Source: an optimization exercise on an open RTL-to-GDS flow (aim: small area and a short achievable clock period). Production flows keep margins and buffers that such runs may drop. RTL that was checked went through simulation tests only; none was proved equivalent to the original. Power figures rest on the tool's default switching activity, not on a simulated workload.

== job 101 ==
## cpu_top
module cpu_top (
	input  logic                               clk,
	input  logic                               rst,
	input  logic                               inst_valid,
	input  logic [cpu_pkg::word_width-1:0]     inst,
	output logic                               wb_valid,
	output logic [cpu_pkg::reg_addr_width-1:0] wb_reg,
	output logic [cpu_pkg::word_width-1:0]     wb_data,
	output logic                               out_valid,
	output logic [cpu_pkg::word_width-1:0]     out_data,
	output logic                               halted
);
Size: roughly 0.017 mm² of cells after synthesis.
==> module reg_file, before the edit <==
module reg_file (
	input  logic        clk,
	input  logic        rst,
	input  logic [1:0]  rs,
	input  logic [1:0]  b_reg,
	input  logic        a_rd,
	input  logic        b_rd,
	input  logic [15:0] imm,
	output logic [15:0] rs_data,
	output logic [15:0] rt_data,
	input  logic [3:0]  off,
	input  logic        we_next,
	input  logic [1:0]  wr_addr_next,
	input  logic [15:0] ex_result,
	output logic [15:0] line,
	input  logic        we,
	input  logic [1:0]  wr_addr,
	input  logic [15:0] wr_data
);
	logic [15:0] regs [4];
	logic [15:0] rd_a;
	logic [15:0] rd_b;
	always_ff @(posedge clk) begin
		for (int i = 0; i < 4; i++) begin
			if (rst || (we && wr_addr == 2'(i))) begin
				regs[i] <= rst ? '0 : wr_data;
			end
		end
	end
	assign rd_a = (we && wr_addr == rs) ? wr_data : regs[rs];
	assign rd_b = (we && wr_addr == b_reg) ? wr_data : regs[b_reg];
	assign rs_data = a_rd ? rd_a : '0;
	assign rt_data = b_rd ? rd_b : imm;
	logic [3:0] x;
	logic [2:0] lo_sum;
	logic [1:0] hi_sum;
	logic [3:0] lo_oh;
	logic [3:0] hi_oh0;
	logic [3:0] hi_oh;
	assign x = (we_next && wr_addr_next == rs) ? ex_result[3:0] : rd_a[3:0];
	assign lo_sum = {1'b0, x[1:0]} + {1'b0, off[1:0]};
	assign hi_sum = x[3:2] + off[3:2];
	assign lo_oh = 4'b0001 << lo_sum[1:0];
	assign hi_oh0 = 4'b0001 << hi_sum;
	assign hi_oh = lo_sum[2] ? {hi_oh0[2:0], hi_oh0[3]} : hi_oh0;
	always_comb begin
		for (int i = 0; i < 16; i++) begin
			line[i] = hi_oh[i / 4] && lo_oh[i % 4];
		end
	end
endmodule
Settings: LEC_CHECK=0, CAP_MARGIN=20, CORE_MARGIN=2, CORE_UTILIZATION=60, PLACE_DENSITY=0.7, SETUP_SLACK_MARGIN=2.6, SLEW_MARGIN=20; clock period 5.5 ns.
standard.sh (not shown) runs the stock make flow with config.mk's settings and CLKGATE_MAP_FILE= SYNTH_SCRIPT=/design/flow/synth_recipe.tcl, a recipe that flattens the netlist after the stock synthesis.
==> flow/flow/run.sh <==
#!/bin/bash
export CUSTOM_ABC_SCRIPT=$PWD/flow/abc.script
bash standard.sh ADDER_MAP_FILE= "BUFFER_PORTS_ARGS=-buffer_cell sky130_fd_sc_hd__buf_4" "CTS_ARGS=-sink_clustering_enable -repair_clock_nets -buf_list sky130_fd_sc_hd__clkbuf_8 -sink_clustering_size 20 -sink_clustering_max_diameter 50 -dont_use_dummy_load" SYNTH_SCRIPT=$PWD/flow/synth_custom.tcl finish > standard.log 2>&1
==> flow/flow/abc.script <==
&get -n
&st
&dch
&nf -R 20
&put
buffer -c
topo
stime -c
upsize -c
dnsize -c
==> flow/flow/synth_custom.tcl <==
# The standard synthesis script (synth_recipe.tcl), with one change:
# the ABC mapping step uses flow/abc.script in place of ORFS's speed script.
# Registers are mapped before ABC runs, so they are the same as the
# standard synthesis's.
proc synth {args} { yosys synth -nofsm -noshare {*}$args }
proc abc {args} {
  set i [lsearch -exact $args -script]
  if {$i >= 0} { lset args [expr {$i + 1}] $::env(CUSTOM_ABC_SCRIPT) }
  yosys abc {*}$args
}
source $::env(SCRIPTS_DIR)/synth.tcl
# left out here: clear keep_hierarchy, flatten, clean up, hide names made inside functions, write 1_2_yosys.v
What job 102 does differently from job 101 at the input level:
-- flow/design.v --
<<< job 101, line 181
	logic [15:0] rd_a;
	logic [15:0] rd_b;
	always_ff @(posedge clk) begin
		for (int i = 0; i < 4; i++) begin
>>> job 102, line 181
	logic [15:0] rd_a;
	logic [15:0] rd_b;
	logic [3:0]  reg_addr;
	logic [3:0]  fwd_addr;
	logic [3:0]  addr;
	always_ff @(posedge clk) begin
		for (int i = 0; i < 4; i++) begin
<<< job 101, line 192
	assign rs_data = a_rd ? rd_a : '0;
	assign rt_data = b_rd ? rd_b : imm;
	logic [3:0] x;
	logic [2:0] lo_sum;
	logic [1:0] hi_sum;
	logic [3:0] lo_oh;
	logic [3:0] hi_oh0;
	logic [3:0] hi_oh;
	assign x = (we_next && wr_addr_next == rs) ? ex_result[3:0] : rd_a[3:0];
	assign lo_sum = {1'b0, x[1:0]} + {1'b0, off[1:0]};
	assign hi_sum = x[3:2] + off[3:2];
	assign lo_oh = 4'b0001 << lo_sum[1:0];
	assign hi_oh0 = 4'b0001 << hi_sum;
	assign hi_oh = lo_sum[2] ? {hi_oh0[2:0], hi_oh0[3]} : hi_oh0;
	always_comb begin
		for (int i = 0; i < 16; i++) begin
			line[i] = hi_oh[i / 4] && lo_oh[i % 4];
		end
	end
endmodule
`default_nettype wire
>>> job 102, line 195
	assign rs_data = a_rd ? rd_a : '0;
	assign rt_data = b_rd ? rd_b : imm;
	assign reg_addr = rd_a[3:0] + off;
	assign fwd_addr = ex_result[3:0] + off;
	assign addr = (we_next && wr_addr_next == rs) ? fwd_addr : reg_addr;
	assign line = 16'd1 << addr;
endmodule
`default_nettype wire
--- outcome ---
Worst reg-to-reg setup slack ended up 0.10 ns higher on job 102 than on job 101. Delta (job 102 minus job 101): number of logic stages on the critical path including buffering down 2; critical path data arrival time now sits lower; post-CTS resize count went down; adder and majority gate portion of the synthesized area now sits at about the same level; total power divided by cell area shows an increase of about 3.7%. Looking only at first-pass GRT wire length, and setting everything else aside, the lower value of job 102 and job 101 goes to job 102. On minimum clock period, job 101 loses to job 102. Of job 102 and job 101, the run reporting the lower via count was job 102. Reported for job 102 and job 101, number of synthesized flops with an enable pin turned out identical to the last digit. In job 102 the share of cells above drive strength 1 turned out 2.3 points lower than in job 101. On job 102: sequential group share of total power is 0.2 points higher than what job 101 gave.
Function not checked in job 101: the RTL went through the layout flow alone.

---

Another version of the RTL of cpu_top (not shown whole).
Size in the first run: roughly 1200 cells after synthesis, ~56 I/O pins.
==> module reg_file, before the edit <==
module reg_file (
	input  logic        clk,
	input  logic        rst,
	input  logic [3:0]  rs_oh,
	input  logic [3:0]  rt_oh,
	input  logic        fwd_a,
	input  logic        fwd_b,
	input  logic [15:0] imm,
	input  logic [1:0]  dec_rs,
	input  logic [3:0]  dec_off,
	input  logic        we_next,
	input  logic [1:0]  wr_addr_next,
	input  logic [15:0] ex_result,
	output logic [15:0] dec_line,
	output logic [15:0] rs_data,
	output logic [15:0] rt_data,
	input  logic        we,
	input  logic [1:0]  wr_addr,
	input  logic [15:0] wr_data
);
	logic [15:0] regs [4];
	always_ff @(posedge clk) begin
		for (int i = 0; i < 4; i++) begin
			if (rst || (we && wr_addr == 2'(i))) begin
				regs[i] <= rst ? '0 : wr_data;
			end
		end
	end
	logic [3:0] reg_addr;
	logic [3:0] fwd_addr;
	logic [3:0] dec_addr;
	logic [3:0] cand [4];
	logic [3:0] cand_wr;
	assign cand_wr = wr_data[3:0] + dec_off;
	always_comb begin
		for (int i = 0; i < 4; i++) begin
			cand[i] = regs[i][3:0] + dec_off;
		end
	end
	assign reg_addr = (we && wr_addr == dec_rs) ? cand_wr : cand[dec_rs];
	assign fwd_addr = ex_result[3:0] + dec_off;
	assign dec_addr = (we_next && wr_addr_next == dec_rs) ? fwd_addr : reg_addr;
	assign dec_line = 16'd1 << dec_addr;
	always_comb begin
		rs_data = {16{fwd_a}} & wr_data;
		rt_data = ({16{fwd_b}} & wr_data) | imm;
		for (int i = 0; i < 4; i++) begin
			rs_data = rs_data | ({16{rs_oh[i]}} & regs[i]);
			rt_data = rt_data | ({16{rt_oh[i]}} & regs[i]);
		end
	end
endmodule
Settings: LEC_CHECK=0, CAP_MARGIN=20, CORE_MARGIN=2, CORE_UTILIZATION=65, CTS_BUF_LIST=sky130_fd_sc_hd__clkbuf_8, CTS_CLUSTER_DIAMETER=50, CTS_CLUSTER_SIZE=20, PLACE_DENSITY=0.75, SETUP_SLACK_MARGIN=2.6, SLEW_MARGIN=20; clock period 5.5 ns.
==> flow/flow/run.sh <==
#!/bin/bash
export CUSTOM_ABC_SCRIPT=$PWD/flow/abc.script
bash standard.sh ADDER_MAP_FILE= "BUFFER_PORTS_ARGS=-buffer_cell sky130_fd_sc_hd__buf_4" SYNTH_SCRIPT=$PWD/flow/synth_custom.tcl finish > standard.log 2>&1
Scripts as last shown in full above: flow/flow/abc.script, flow/flow/synth_custom.tcl
The baseline passed the timing, design-rule and antenna checks.
Edit:
--- a/flow/design.v
+++ b/flow/design.v
@@ -180,18 +180,12 @@
 			end
 		end
 	end
+	logic [3:0] dec_rs_low;
 	logic [3:0] reg_addr;
 	logic [3:0] fwd_addr;
 	logic [3:0] dec_addr;
-	logic [3:0] cand [4];
-	logic [3:0] cand_wr;
-	assign cand_wr = wr_data[3:0] + dec_off;
-	always_comb begin
-		for (int i = 0; i < 4; i++) begin
-			cand[i] = regs[i][3:0] + dec_off;
-		end
-	end
-	assign reg_addr = (we && wr_addr == dec_rs) ? cand_wr : cand[dec_rs];
+	assign dec_rs_low = (we && wr_addr == dec_rs) ? wr_data[3:0] : regs[dec_rs][3:0];
+	assign reg_addr = dec_rs_low + dec_off;
 	assign fwd_addr = ex_result[3:0] + dec_off;
 	assign dec_addr = (we_next && wr_addr_next == dec_rs) ? fwd_addr : reg_addr;
 	assign dec_line = 16'd1 << dec_addr;
What happened:
- count of clock-buffer cells in the layout goes up by 1
- sequential power barely changes
- worst setup slack is better by 0.057 ns
- wire length goes down by roughly a tenth
- cell area goes down by a few percent
- via count goes down by a little under a tenth
The RTL of the first run of this note was laid out without a check of its function.

-- afterwards: timing with drivers on the ports --
The results above use ideal ports. As a check the final layouts listed here were re-extracted and re-timed, cells and wires unchanged. Step 1 assumes that a clkbuf_16 drives the clock port and a buf_2 every other input. Step 2 times the ports against the registers' clock, not the clock port: input delays grow and output delays shrink by t, the midpoint of the rising clock arrivals with the driver on. Slacks: no drivers / after step 1 / after step 2; pairs: no drivers / after step 1.
run | t, ns | slack for setup (ns) | slew at the worst register clock pin (ns) | worst slew at a driven data input, ns
job 101 | 0.573 | 2.520 / 2.527 / 1.954 | 0.12 / 0.12 | 0.05
job 102 | 0.596 | 2.673 / 2.673 / 2.115 | 0.12 / 0.12 | 0.04
the first run of note 2 | 0.611 | 2.288 / 2.288 / 1.975 | 0.12 / 0.12 | 0.04
the second run of note 2 | 0.605 | 2.345 / 2.345 / 1.910 | 0.11 / 0.11 | 0.04
After both steps every run listed still meets setup and hold. The setup slack of job 101, which loses most, moves by +0.007 ns with the drivers and by -0.566 ns with both steps.
